Context: an optimization exercise on an open-source flow, tuned for small area and a short achievable clock period. The choices shown serve that exercise and are no tape-out recipe.

==> v27: inputs <==
Design arith_encoder, start of the top module:
module arith_encoder #(
  parameter int SYMBOL_WIDTH = 4
) (
  input  logic                    general_clk,
  input  logic                    reset,
  input  logic                    in_valid,
  input  logic [15:0]             fl,
  input  logic [15:0]             fh,
  input  logic [SYMBOL_WIDTH-1:0] symbol,
  input  logic [SYMBOL_WIDTH:0]   nsyms,
  input  logic                    bool_mode,
  output logic                    out_valid,
  output logic [15:0]             range_out,
  output logic [23:0]             low_out,
  output logic [4:0]              cnt_out,
  output logic [1:0]              bit_flag,
  output logic [15:0]             out_bit_1,
  output logic [15:0]             out_bit_2
);
  logic        p_x, p_en, p_z;
  logic        p_s;
  logic [9:0]  p_m2n;
  logic [5:0]  p_k;
  logic [9:0]  p_nn;
  logic [4:0]  p_o2;
  logic [15:0] add_next;
  logic [3:0]  d_q;
  pipeline_control u_control (
    .general_clk (general_clk),
    .reset       (reset),
    .in_valid    (in_valid),
    .out_valid   (out_valid)
  );
  probability_stage u_stage_1 (
    .general_clk (general_clk),
    .reset       (reset),
    .in_valid    (in_valid),
    .fl          (fl),
    .fh          (fh),
    .symbol      (symbol),
    .nsyms       (nsyms),
    .bool_mode   (bool_mode),
    .p_x         (p_x),
    .p_en        (p_en),
    .p_z         (p_z),
    .p_s         (p_s),
    .p_m2n       (p_m2n),
    .p_k         (p_k),
    .p_nn         (p_nn),
  ...
clock: 9.0 ns
lec_check: 0
abc_area: 1
cap_margin: 20
core_margin: 2
core_utilization: 40
cts_buf_list: sky130_fd_sc_hd__clkbuf_8
setup_slack_margin: 3.0
slew_margin: 20
standard.sh (not shown) runs the stock make flow with config.mk's settings and CLKGATE_MAP_FILE= SYNTH_SCRIPT=/design/flow/synth_recipe.tcl, a recipe that flattens the netlist after the stock synthesis.
==> flow/flow/run.sh <==
#!/bin/bash
# The standard layout with three changes: synthesis skips the quick ABC pass
# inside Yosys's synth (the final ABC mapping still runs), adders use Yosys's
# Sklansky carry network instead of Kogge-Stone, and the ports get the
# smallest buffer instead of the delay buffer that buffer_ports picks by
# default. All output goes to run_standard.log in this folder; ORFS keeps its
# own logs under orfs/logs.
set -euo pipefail
export SYNTH_ARGS="-noabc"
export SYNTH_OPERATIONS_ARGS="-extra-map +/choices/sklansky.v"
export BUFFER_PORTS_ARGS="-buffer_cell sky130_fd_sc_hd__buf_1"
bash standard.sh > run_standard.log 2>&1
==> v5 (differences from v27) <==
--- a/flow/design.v
+++ b/flow/design.v
@@ -103,12 +103,12 @@
   assign lt_2 = ((range_q[0] & p_x) & (r8[1] & ~p_m2n[0])) | ((range_q[0] & p_x) & (r8[0] & ~p_m2n[1])) | ((r8[1] & ~p_m2n[0]) & (r8[0] & ~p_m2n[1]));
   wire lt_3, lt_4;
   assign lt_3 = (range_q[1] & p_x) ^ (r8[2] & ~p_m2n[0]) ^ (r8[1] & ~p_m2n[1]);
   assign lt_4 = ((range_q[1] & p_x) & (r8[2] & ~p_m2n[0])) | ((range_q[1] & p_x) & (r8[1] & ~p_m2n[1])) | ((r8[2] & ~p_m2n[0]) & (r8[1] & ~p_m2n[1]));
   wire lt_5, lt_6;
-  assign lt_5 = (r8[0] & ~p_m2n[2]) ^ lt_2;
-  assign lt_6 = (r8[0] & ~p_m2n[2]) & lt_2;
+  assign lt_5 = (r8[0] & ~p_m2n[2]) ^ lt_2 ^ lt_3;
+  assign lt_6 = ((r8[0] & ~p_m2n[2]) & lt_2) | ((r8[0] & ~p_m2n[2]) & lt_3) | (lt_2 & lt_3);
   wire lt_7, lt_8;
   assign lt_7 = p_k[0] ^ (range_q[2] & p_x) ^ (r8[3] & ~p_m2n[0]);
   assign lt_8 = (p_k[0] & (range_q[2] & p_x)) | (p_k[0] & (r8[3] & ~p_m2n[0])) | ((range_q[2] & p_x) & (r8[3] & ~p_m2n[0]));
   wire lt_9, lt_10;
   assign lt_9 = (r8[2] & ~p_m2n[1]) ^ (r8[1] & ~p_m2n[2]) ^ (r8[0] & ~p_m2n[3]);
@@ -202,12 +202,12 @@
   assign lt_68 = (lt_61 & lt_50) | (lt_61 & lt_52) | (lt_50 & lt_52);
   wire lt_69, lt_70;
   assign lt_69 = lt_63 ^ lt_65 ^ lt_54;
   assign lt_70 = (lt_63 & lt_65) | (lt_63 & lt_54) | (lt_65 & lt_54);
   wire lt_71, lt_72;
-  assign lt_71 = lt_67 ^ lt_69;
-  assign lt_72 = lt_67 & lt_69;
+  assign lt_71 = lt_67 ^ lt_69 ^ lt_56;
+  assign lt_72 = (lt_67 & lt_69) | (lt_67 & lt_56) | (lt_69 & lt_56);
   wire lt_73, lt_74;
   assign lt_73 = p_k[5] ^ (r8[7] & ~p_m2n[2]) ^ (r8[6] & ~p_m2n[3]);
   assign lt_74 = (p_k[5] & (r8[7] & ~p_m2n[2])) | (p_k[5] & (r8[6] & ~p_m2n[3])) | ((r8[7] & ~p_m2n[2]) & (r8[6] & ~p_m2n[3]));
   wire lt_75, lt_76;
   assign lt_75 = (r8[5] & ~p_m2n[4]) ^ (r8[4] & ~p_m2n[5]) ^ (r8[3] & ~p_m2n[6]);
@@ -226,12 +226,12 @@
   assign lt_84 = (lt_64 & lt_66) | (lt_64 & lt_79) | (lt_66 & lt_79);
   wire lt_85, lt_86;
   assign lt_85 = lt_81 ^ lt_68 ^ lt_83;
   assign lt_86 = (lt_81 & lt_68) | (lt_81 & lt_83) | (lt_68 & lt_83);
   wire lt_87, lt_88;
-  assign lt_87 = lt_70 ^ lt_85;
-  assign lt_88 = lt_70 & lt_85;
+  assign lt_87 = lt_70 ^ lt_85 ^ lt_72;
+  assign lt_88 = (lt_70 & lt_85) | (lt_70 & lt_72) | (lt_85 & lt_72);
   wire lt_89, lt_90;
   assign lt_89 = p_s ^ p_k[5] ^ (r8[7] & ~p_m2n[3]);
   assign lt_90 = (p_s & p_k[5]) | (p_s & (r8[7] & ~p_m2n[3])) | (p_k[5] & (r8[7] & ~p_m2n[3]));
   wire lt_91, lt_92;
   assign lt_91 = (r8[6] & ~p_m2n[4]) ^ (r8[5] & ~p_m2n[5]) ^ (r8[4] & ~p_m2n[6]);
@@ -334,23 +334,23 @@
   assign lt_156 = (p_k[5] & (r8[7] & ~p_m2n[9])) | (p_k[5] & (p_s & r8n[6])) | ((r8[7] & ~p_m2n[9]) & (p_s & r8n[6]));
   wire lt_157, lt_158;
   assign lt_157 = lt_150 ^ lt_155 ^ lt_152;
   assign lt_158 = (lt_150 & lt_155) | (lt_150 & lt_152) | (lt_155 & lt_152);
   wire [16:0] lt_a, lt_b;
-  assign lt_a = {lt_154, lt_148, lt_140, lt_130, lt_118, lt_104, lt_88, lt_72, lt_56, lt_42, lt_30, lt_20, lt_17, lt_6, lt_3, (p_en & r8[0]), 1'b0};
-  assign lt_b = {lt_157, lt_153, lt_147, lt_139, lt_129, lt_117, lt_103, lt_87, lt_71, lt_55, lt_41, lt_29, lt_19, lt_11, lt_5, lt_1, 1'b0};
+  assign lt_a = {lt_154, lt_148, lt_140, lt_130, lt_118, lt_104, lt_88, lt_87, lt_71, lt_42, lt_30, lt_20, lt_17, lt_6, lt_5, (p_en & r8[0]), 1'b0};
+  assign lt_b = {lt_157, lt_153, lt_147, lt_139, lt_129, lt_117, lt_103, 1'b0, 1'b0, lt_55, lt_41, lt_29, lt_19, lt_11, 1'b0, lt_1, 1'b0};
   assign sum2 = lt_a + lt_b;
   assign raw  = sum2[16:1];
   wire at_1, at_2;
-  assign at_1 = rn[0] ^ (r8[1] & ~p_nn[0]);
-  assign at_2 = rn[0] & (r8[1] & ~p_nn[0]);
+  assign at_1 = rn[0] ^ (r8[1] & ~p_nn[0]) ^ (r8[0] & ~p_nn[1]);
+  assign at_2 = (rn[0] & (r8[1] & ~p_nn[0])) | (rn[0] & (r8[0] & ~p_nn[1])) | ((r8[1] & ~p_nn[0]) & (r8[0] & ~p_nn[1]));
   wire at_3, at_4;
   assign at_3 = rn[1] ^ (r8[2] & ~p_nn[0]) ^ (r8[1] & ~p_nn[1]);
   assign at_4 = (rn[1] & (r8[2] & ~p_nn[0])) | (rn[1] & (r8[1] & ~p_nn[1])) | ((r8[2] & ~p_nn[0]) & (r8[1] & ~p_nn[1]));
   wire at_5, at_6;
-  assign at_5 = (r8[0] & ~p_nn[2]) ^ at_2;
-  assign at_6 = (r8[0] & ~p_nn[2]) & at_2;
+  assign at_5 = (r8[0] & ~p_nn[2]) ^ at_2 ^ at_3;
+  assign at_6 = ((r8[0] & ~p_nn[2]) & at_2) | ((r8[0] & ~p_nn[2]) & at_3) | (at_2 & at_3);
   wire at_7, at_8;
   assign at_7 = p_o2[0] ^ rn[2] ^ (r8[3] & ~p_nn[0]);
   assign at_8 = (p_o2[0] & rn[2]) | (p_o2[0] & (r8[3] & ~p_nn[0])) | (rn[2] & (r8[3] & ~p_nn[0]));
   wire at_9, at_10;
   assign at_9 = (r8[2] & ~p_nn[1]) ^ (r8[1] & ~p_nn[2]) ^ (r8[0] & ~p_nn[3]);
@@ -483,12 +483,12 @@
   assign at_94 = (at_87 & at_78) | (at_87 & at_80) | (at_78 & at_80);
   wire at_95, at_96;
   assign at_95 = at_89 ^ at_91 ^ at_82;
   assign at_96 = (at_89 & at_91) | (at_89 & at_82) | (at_91 & at_82);
   wire at_97, at_98;
-  assign at_97 = at_93 ^ at_95;
-  assign at_98 = at_93 & at_95;
+  assign at_97 = at_93 ^ at_95 ^ at_84;
+  assign at_98 = (at_93 & at_95) | (at_93 & at_84) | (at_95 & at_84);
   wire at_99, at_100;
   assign at_99 = rn[10] ^ (r8[7] & ~p_nn[4]) ^ (r8[6] & ~p_nn[5]);
   assign at_100 = (rn[10] & (r8[7] & ~p_nn[4])) | (rn[10] & (r8[6] & ~p_nn[5])) | ((r8[7] & ~p_nn[4]) & (r8[6] & ~p_nn[5]));
   wire at_101, at_102;
   assign at_101 = (r8[5] & ~p_nn[6]) ^ (r8[4] & ~p_nn[7]) ^ (r8[3] & ~p_nn[8]);
@@ -549,27 +549,32 @@
   assign at_138 = (at_130 & at_135) | (at_130 & at_132) | (at_135 & at_132);
   wire at_139, at_140;
   assign at_139 = rn[15] ^ (r8[7] & ~p_nn[9]) ^ at_136;
   assign at_140 = (rn[15] & (r8[7] & ~p_nn[9])) | (rn[15] & at_136) | ((r8[7] & ~p_nn[9]) & at_136);
   wire [16:0] at_a, at_b;
-  assign at_a = {at_138, at_134, at_128, at_120, at_110, at_98, at_84, at_70, at_56, at_42, at_30, at_20, at_17, at_6, at_3, (r8[0] & ~p_nn[1]), 1'b0};
-  assign at_b = {at_139, at_137, at_133, at_127, at_119, at_109, at_97, at_83, at_69, at_55, at_41, at_29, at_19, at_11, at_5, at_1, 1'b0};
+  assign at_a = {at_138, at_134, at_128, at_120, at_110, at_98, at_97, at_70, at_56, at_42, at_30, at_20, at_17, at_6, at_5, at_1, 1'b0};
+  assign at_b = {at_139, at_137, at_133, at_127, at_119, at_109, 1'b0, at_83, at_69, at_55, at_41, at_29, at_19, at_11, 1'b0, 1'b0, 1'b0};
   assign sum2n    = at_a + at_b;
   assign add_next = ~(sum2n[16:1] | {16{p_z}});
-  logic        z8, z4, z2, z1, raw_zero;
-  logic [15:0] t1, t2, t3, range_next;
-  logic [3:0]  d_next;
-  assign z8 = ~|raw[15:8];
-  assign t1 = z8 ? {raw[7:0], 8'd0} : raw;
-  assign z4 = ~|t1[15:12];
-  assign t2 = z4 ? {t1[11:0], 4'd0} : t1;
-  assign z2 = ~|t2[15:14];
-  assign t3 = z2 ? {t2[13:0], 2'd0} : t2;
-  assign z1 = ~t3[15];
-  assign range_next = z1 ? {t3[14:0], 1'b0} : t3;
-  assign raw_zero = ~|raw;
-  assign d_next = (raw_zero | reset) ? 4'd0 : {z8, z4, z2, z1};
+  logic [15:0] range_next;
+  logic [3:0]  d_next, lz;
+  logic        raw_zero;
+  logic [3:0]  z4;           
+  logic [1:0]  lz4 [4];      
+  always_comb begin
+    for (int k = 0; k < 4; k++) begin
+      z4[k]  = ~|raw[4*k +: 4];
+      lz4[k] = raw[4*k+3] ? 2'd0 : raw[4*k+2] ? 2'd1 : raw[4*k+1] ? 2'd2 : 2'd3;
+    end
+    if (!z4[3])      lz = {2'd0, lz4[3]};
+    else if (!z4[2]) lz = {2'd1, lz4[2]};
+    else if (!z4[1]) lz = {2'd2, lz4[1]};
+    else             lz = {2'd3, lz4[0]};
+  end
+  assign raw_zero   = &z4;
+  assign range_next = raw << lz;
+  assign d_next     = (raw_zero | reset) ? 4'd0 : lz;
   always_ff @(posedge general_clk) begin
     if (reset) range_q <= 16'd32768;
     else       range_q <= range_next;
     d_q <= d_next;
   end
--- a/flow/config.mk
+++ b/flow/config.mk
@@ -8,7 +8,7 @@
 export ABC_AREA = 1
 export CAP_MARGIN = 20
 export CORE_MARGIN = 2
 export CORE_UTILIZATION = 40
 export CTS_BUF_LIST = sky130_fd_sc_hd__clkbuf_8
-export SETUP_SLACK_MARGIN = 3.0
+export SETUP_SLACK_MARGIN = 2.8
 export SLEW_MARGIN = 20
==> impl_metrics.toml <==
[status]
status = "finished clean"

[detailed_routing]
first_iter_violations = 593

[clock_network]
cts_resized = 35

[grt]
use_met3_pct = 4.412

[logic_synthesis]
synth_area_leaders = "fa_1 26%, dfxtp_1 14%, nand2_1 13%"

[layout]
final_cells = 2191
That was v27.
==> impl_metrics.toml <==
[detailed_routing]
first_iter_violations = 645
met2_length_mm = 15.31

[clock_network]
postCtsHoldBufs = 0

[grt]
use_met3_pct = 2.941

[logic_synthesis]
yosysSeqAreaShare_pct = 13.82
synth_area_leaders = "fa_1 27%, dfxtp_1 14%, nand2_1 9.9%"

[layout]
final_cells = 2135
area_growth_pct = 8.329

[status]
status = "finished clean"
That was v5.
No run of this note included a check of the RTL's function; only the layout flow was run.

## re-timing with driven ports
Ports are ideal in the flow. The routed layouts listed here were re-timed in OpenROAD.
Step 1: set_driving_cell puts a clkbuf_16 on general_clk and a buf_2 on each other input, an assumption about the parent block.
Step 2 times the ports against the registers' clock, not the clock port: input delays grow and output delays shrink by t, the midpoint of the rising clock arrivals with the driver on.
a / b / c = no drivers / after step 1 / after step 2; a / b = the first two.
run	t, ns	setup WS [ns]	worst slew at a driven data input, ns
v27	0.407	3.324 / 3.324 / 3.141	0.03
v5	0.415	3.135 / 3.135 / 2.973	0.04
After both steps every run listed still meets setup and hold. For v27, which loses most, drivers alone change the setup slack by 0.000 ns; drivers and shift together by -0.183 ns.
